This design comes from an exercise in tuning for small area on the open sky130 flow, not from production work. Only simulation tests tie the RTL to the original design; equivalence was not proved. Power is estimated from default activity; no workload was simulated.

==> flow/design.v (excerpt) <==
module pcs (
    input  wire         gty_tx_usr_clk,
    input  wire         i_arst_n,
    input  pcs_pkg::xgmii_data_t i_xgmii_txd,
    input  pcs_pkg::xgmii_ctrl_t i_xgmii_txc,
    input  wire         i_xgmii_valid,
    output logic        o_xgmii_pause,
    output pcs_pkg::xgmii_data_t o_tx_gearbox_data,
    output logic        o_tx_gearbox_valid,
    output logic        o_tx_encoding_err
);
    logic        hi_q;           
    logic        f0_q;           
    logic        f1_q;           
    logic        f2_q;           
    logic        fresh_q;        
    logic [5:0]  stall_q;        
    logic        run_q;
    logic [5:0]  fill_q;         
    logic        trdy, accept, form, gacc, emit, jhi;
    logic [3:0]  o;              
    assign trdy   = (stall_q != 6'd32);
    assign accept = i_xgmii_valid & trdy;
    assign form   = accept & hi_q;
    assign gacc   = (f1_q | f2_q) & trdy;
    assign emit   = fill_q[5] | fill_q[4];           
    assign jhi    = fill_q[5];                       
    assign o      = fill_q[3:0];
    assign o_xgmii_pause = ~trdy;
    always_ff @(posedge gty_tx_usr_clk or negedge i_arst_n) begin
        if (!i_arst_n) begin
            hi_q               <= 1'b0;
            f0_q               <= 1'b0;
            f1_q               <= 1'b0;
  ...
Settings: LEC_CHECK=0, CAP_MARGIN=0, CORE_MARGIN=2, CORE_UTILIZATION=65, GPL_TIMING_DRIVEN=0, SLEW_MARGIN=0; clock period 4.5 ns.
standard.sh (not shown) runs the stock make flow with config.mk's settings and CLKGATE_MAP_FILE= SYNTH_SCRIPT=/design/flow/synth_recipe.tcl, a recipe that flattens the netlist after the stock synthesis.
==> flow/flow/run.sh <==
#!/bin/bash
# Standard layout with two changes: the port buffers use buf_2, and the clock
# tree uses large sink clusters on clkbuf_16 without dummy loads.
set -o pipefail
export BUFFER_PORTS_ARGS="-buffer_cell sky130_fd_sc_hd__buf_2"
export CTS_ARGS="-sink_clustering_enable -repair_clock_nets -sink_clustering_size 25 -sink_clustering_max_diameter 80 -buf_list sky130_fd_sc_hd__clkbuf_16 -dont_use_dummy_load"
bash standard.sh > standard.log 2>&1
The first run passed the timing, design-rule and antenna checks.
Next try:
==> flow/run.sh (new file) <==
#!/bin/bash
# synth_recipe.tcl (not shown) runs the flow's synth.tcl, then flattens the netlist and writes it again
# the make line also repeats each setting of config.mk as NAME=value (left out here)
make -C /OpenROAD-flow-scripts/flow DESIGN_CONFIG=/design/flow/config.mk WORK_HOME=/design/flow/orfs CLKGATE_MAP_FILE= SYNTH_SCRIPT=/design/flow/synth_recipe.tcl finish
Settings changed: CTS_BUF_LIST set to sky130_fd_sc_hd__clkbuf_8, GPL_TIMING_DRIVEN 0 to unset.
removed: flow/flow/run.sh
removed: flow/standard.sh
Effect: Area after synthesis is unchanged. Cell count came out higher by a few percent. Flip-flop and latch count stays the same. Synthesized cell count is unchanged. Via count came out higher by a few percent. Clock power came out higher by well over a third. Wire length came out higher slightly. Setup slack improves by 0.11 ns. Final area came out higher by a little under a tenth. Core utilization came out higher by 5.1 points.

* * *

main:
The RTL this note starts from:
==> flow/design.v <==
`timescale 1ns/1ps
`default_nettype none
package pcs_pkg;
    typedef logic [31:0] xgmii_data_t;       
    typedef logic [3:0]  xgmii_ctrl_t;       
    localparam logic [7:0] XGMII_IDLE  = 8'h07;
    localparam logic [7:0] XGMII_START = 8'hFB;
    localparam logic [7:0] XGMII_TERM  = 8'hFD;
    localparam logic [7:0] XGMII_ERROR = 8'hFE;
endpackage
`default_nettype wire
`timescale 1ns/1ps
`default_nettype none
import pcs_pkg::*;
module pcs (
    input  wire         gty_tx_usr_clk,
    input  wire         i_arst_n,
    input  pcs_pkg::xgmii_data_t i_xgmii_txd,
    input  pcs_pkg::xgmii_ctrl_t i_xgmii_txc,
    input  wire         i_xgmii_valid,
    output logic        o_xgmii_pause,
    output pcs_pkg::xgmii_data_t o_tx_gearbox_data,
    output logic        o_tx_gearbox_valid,
    output logic        o_tx_encoding_err
);
    logic        hi_q;           
    logic        f0_q;           
    logic        f1_q;           
    logic        f2_q;           
    logic        fresh_q;        
    logic [5:0]  stall_q;        
    logic        run_q;
    logic [5:0]  fill_q;         
    logic        trdy, accept, form, gacc, emit, jhi;
    logic [3:0]  o;              
    assign trdy   = (stall_q != 6'd32);
    assign accept = i_xgmii_valid & trdy;
    assign form   = accept & hi_q;
    assign gacc   = (f1_q | f2_q) & trdy;
    assign emit   = fill_q[5] | fill_q[4];           
    assign jhi    = fill_q[5];                       
    assign o      = fill_q[3:0];
    assign o_xgmii_pause = ~trdy;
    always_ff @(posedge gty_tx_usr_clk or negedge i_arst_n) begin
        if (!i_arst_n) begin
            hi_q               <= 1'b0;
            f0_q               <= 1'b0;
            f1_q               <= 1'b0;
            f2_q               <= 1'b0;
            fresh_q            <= 1'b1;
            stall_q            <= 6'd0;
            run_q              <= 1'b0;
            fill_q             <= 6'd0;
            o_tx_gearbox_valid <= 1'b0;
            o_tx_encoding_err  <= 1'b0;
        end else begin
            if (accept) hi_q <= ~hi_q;
            if (trdy) begin
                f0_q <= form;
                f1_q <= f0_q;
                f2_q <= f1_q;
            end
            if (form) fresh_q <= 1'b0;
            run_q <= run_q | gacc;
            if (run_q | gacc)
                stall_q <= trdy ? stall_q + 6'd1 : 6'd0;
            fill_q <= fill_q - {emit, 4'd0} + (gacc ? {1'b0, 1'b1, 3'd0, f1_q} : 6'd0);
            o_tx_gearbox_valid <= emit;
            o_tx_encoding_err  <= form & blk_err;
        end
    end
    logic [31:0] lo_d_q;
    logic [3:0]  lo_c_q;
    logic [63:0] txd;
    logic [7:0]  txc;
    logic [7:0]  l_idle, l_err, l_term;
    logic        all_data, start, code_ok, term_any, blk_err, blk_code, blk_data;
    logic [7:0]  term;           
    logic [7:0]  below;          
    logic [7:0]  ttype;
    logic [63:0] pay;            
    always_ff @(posedge gty_tx_usr_clk) begin
        if (accept & ~hi_q) begin
            lo_d_q <= i_xgmii_txd;
            lo_c_q <= i_xgmii_txc;
        end
    end
    assign txd = {i_xgmii_txd, lo_d_q};
    assign txc = {i_xgmii_txc, lo_c_q};
    always_comb begin
        for (int j = 0; j < 8; j++) begin
            l_idle[j] = (txd[8*j +: 8] == XGMII_IDLE);
            l_err[j]  = (txd[8*j +: 8] == XGMII_ERROR);
            l_term[j] = (txd[8*j +: 8] == XGMII_TERM);
        end
        all_data = (txc == 8'h00);
        start    = (txc == 8'h01) && (txd[7:0] == XGMII_START);
        code_ok  = (txc == 8'hFF) && ((l_idle | l_err) == 8'hFF);
        for (int k = 0; k < 8; k++) begin
            term[k] = (txc == 8'(8'hFF << k)) && l_term[k];
            for (int j = k + 1; j < 8; j++)
                if (!l_idle[j]) term[k] = 1'b0;
        end
        term_any = |term;
        blk_err  = ~(all_data | start | code_ok | term_any);
        blk_code = code_ok | blk_err;
        blk_data = all_data | start;
        for (int j = 0; j < 8; j++) begin
            below[j] = 1'b0;
            for (int k = j + 1; k < 8; k++)
                below[j] = below[j] | term[k];
        end
        ttype = 8'h00;
        if (term[0]) ttype = ttype | 8'h87;
        if (term[1]) ttype = ttype | 8'h99;
        if (term[2]) ttype = ttype | 8'hAA;
        if (term[3]) ttype = ttype | 8'hB4;
        if (term[4]) ttype = ttype | 8'hCC;
        if (term[5]) ttype = ttype | 8'hD2;
        if (term[6]) ttype = ttype | 8'hE1;
        if (term[7]) ttype = ttype | 8'hFF;
        pay = '0;
        pay[7:0] = (all_data ? txd[7:0] : 8'h00) | (start ? 8'h78 : 8'h00) |
                   (blk_code ? 8'h1E : 8'h00) | ttype;
        for (int i = 8; i < 64; i++)
            pay[i] = (blk_data & txd[i]) | (below[(i - 8) / 8] & txd[i - 8]);
        for (int j = 0; j < 8; j++)
            pay[7*j+9 +: 4] = pay[7*j+9 +: 4] | {4{blk_code & (blk_err | l_err[j])}};
    end
    logic [63:0] blk_q;          
    logic        hdr_q;          
    logic [63:0] prev;
    logic [63:0] scr;
    always_comb begin
        prev = blk_q | {64{fresh_q}};
        for (int i = 0; i < 64; i++)
            scr[i] = pay[i] ^ (i >= 39 ? scr[i-39] : prev[i+25])
                            ^ (i >= 58 ? scr[i-58] : prev[i+6]);
    end
    always_ff @(posedge gty_tx_usr_clk) begin
        if (form) begin
            blk_q <= scr;
            hdr_q <= all_data;
        end
    end
    logic [31:0] hi_half_q;      
    logic [31:0] rin, rot, rhi, m;
    logic [31:0] w0_q, w1_q, w2_q;
    logic [63:0] rdbl;
    logic        a0, a1;
    always_ff @(posedge gty_tx_usr_clk) begin
        if (gacc & f1_q)
            hi_half_q <= blk_q[63:32];
    end
    always_comb begin
        rin  = f1_q ? {blk_q[29:0], ~hdr_q, hdr_q} : hi_half_q;
        rdbl = {rin, rin} << {o, 1'b0};
        rot  = rdbl[63:32];
        for (int p = 0; p < 32; p++)
            m[p] = (p / 2 >= o);
        rhi  = (m & {16{blk_q[31:30]}}) | (~m & rot);
        a0   = gacc & ~jhi;
        a1   = gacc & jhi;
    end
    always_ff @(posedge gty_tx_usr_clk) begin
        for (int p = 0; p < 32; p++) begin
            w0_q[p] <= (a0 & m[p]) ? rot[p] : (emit ? w1_q[p] : w0_q[p]);
            w1_q[p] <= a0 ? rhi[p] : ((a1 & m[p]) ? rot[p] : w2_q[p]);
        end
        w2_q <= rhi;
        o_tx_gearbox_data <= w0_q;
    end
endmodule
`default_nettype wire
==> flow/config.mk <==
export PLATFORM = sky130hd
export DESIGN_NAME = pcs
export DESIGN_NICKNAME = pcs
export VERILOG_FILES = /design/flow/design.v
export SDC_FILE = /design/flow/constraint.sdc
export NUM_CORES = 4
export LEC_CHECK = 0
export CAP_MARGIN = 20
export CORE_MARGIN = 2
export CORE_UTILIZATION = 40
export SLEW_MARGIN = 20
==> flow/constraint.sdc <==
create_clock -name core_clock -period 4.5 [get_ports {gty_tx_usr_clk}]
set_input_delay 0.9000 -clock core_clock [delete_from_list [all_inputs] [get_ports {gty_tx_usr_clk}]]
set_output_delay 0.9000 -clock core_clock [all_outputs]
set_load 0.01 [all_outputs]
run.sh (not shown) runs the stock make flow with config.mk's settings and CLKGATE_MAP_FILE= SYNTH_SCRIPT=/design/flow/synth_recipe.tcl, a recipe that flattens the netlist after the stock synthesis.
Stock flow here: none of the scripts above is used.
main reached the end of the flow, and the finished layout is clean on the timing, design-rule and antenna checks.
Modified inputs, the feature branch compared to main
- SLEW_MARGIN: 20 -> 0
- CAP_MARGIN: 20 -> 0
- CTS_BUF_LIST: unset -> sky130_fd_sc_hd__clkbuf_4
--- outcome ---
- main → the feature branch: met2 routing resource usage after global routing saw little to no change; setup clock skew after layout saw an increase.
- Summed area of non-filler cells in the final layout across the feature branch and main: no real change.
- The part of the total power dissipated in the clock network of the feature branch falls short of that of main by 1.3 points.
- main has a higher power than the feature branch.

re-timing with driven ports:
The results above use ideal ports. As a check the final layouts listed here were re-extracted and re-timed, cells and wires unchanged. Step 1 assumes that a clkbuf_16 drives the clock port and a buf_2 every other input. Step 2 moves the port delays by t, midway between the first and last clock arrival at a register: inputs arrive t later, outputs are due t later. That takes back most of the time a late clock gives input paths. Three values: ideal, step 1, step 2; two values: the first two.
run | shift t [ns] | setup WS [ns] | slew at the worst register clock pin (ns)
the first run of note 1 | 0.548 | 0.445 / 0.477 / -0.071 | 0.10 / 0.10
the second run of note 1 | 0.618 | 0.559 / 0.583 / -0.035 | 0.07 / 0.07
main | 0.601 | 0.390 / 0.414 / -0.187 | 0.06 / 0.06
the feature branch | 0.774 | 0.565 / 0.587 / -0.187 | 0.07 / 0.07
With both steps, setup timing fails in every run listed, where it was met with ideal ports. The setup slack of the feature branch, which loses most, moves by +0.022 ns with the drivers and by -0.752 ns with both steps.
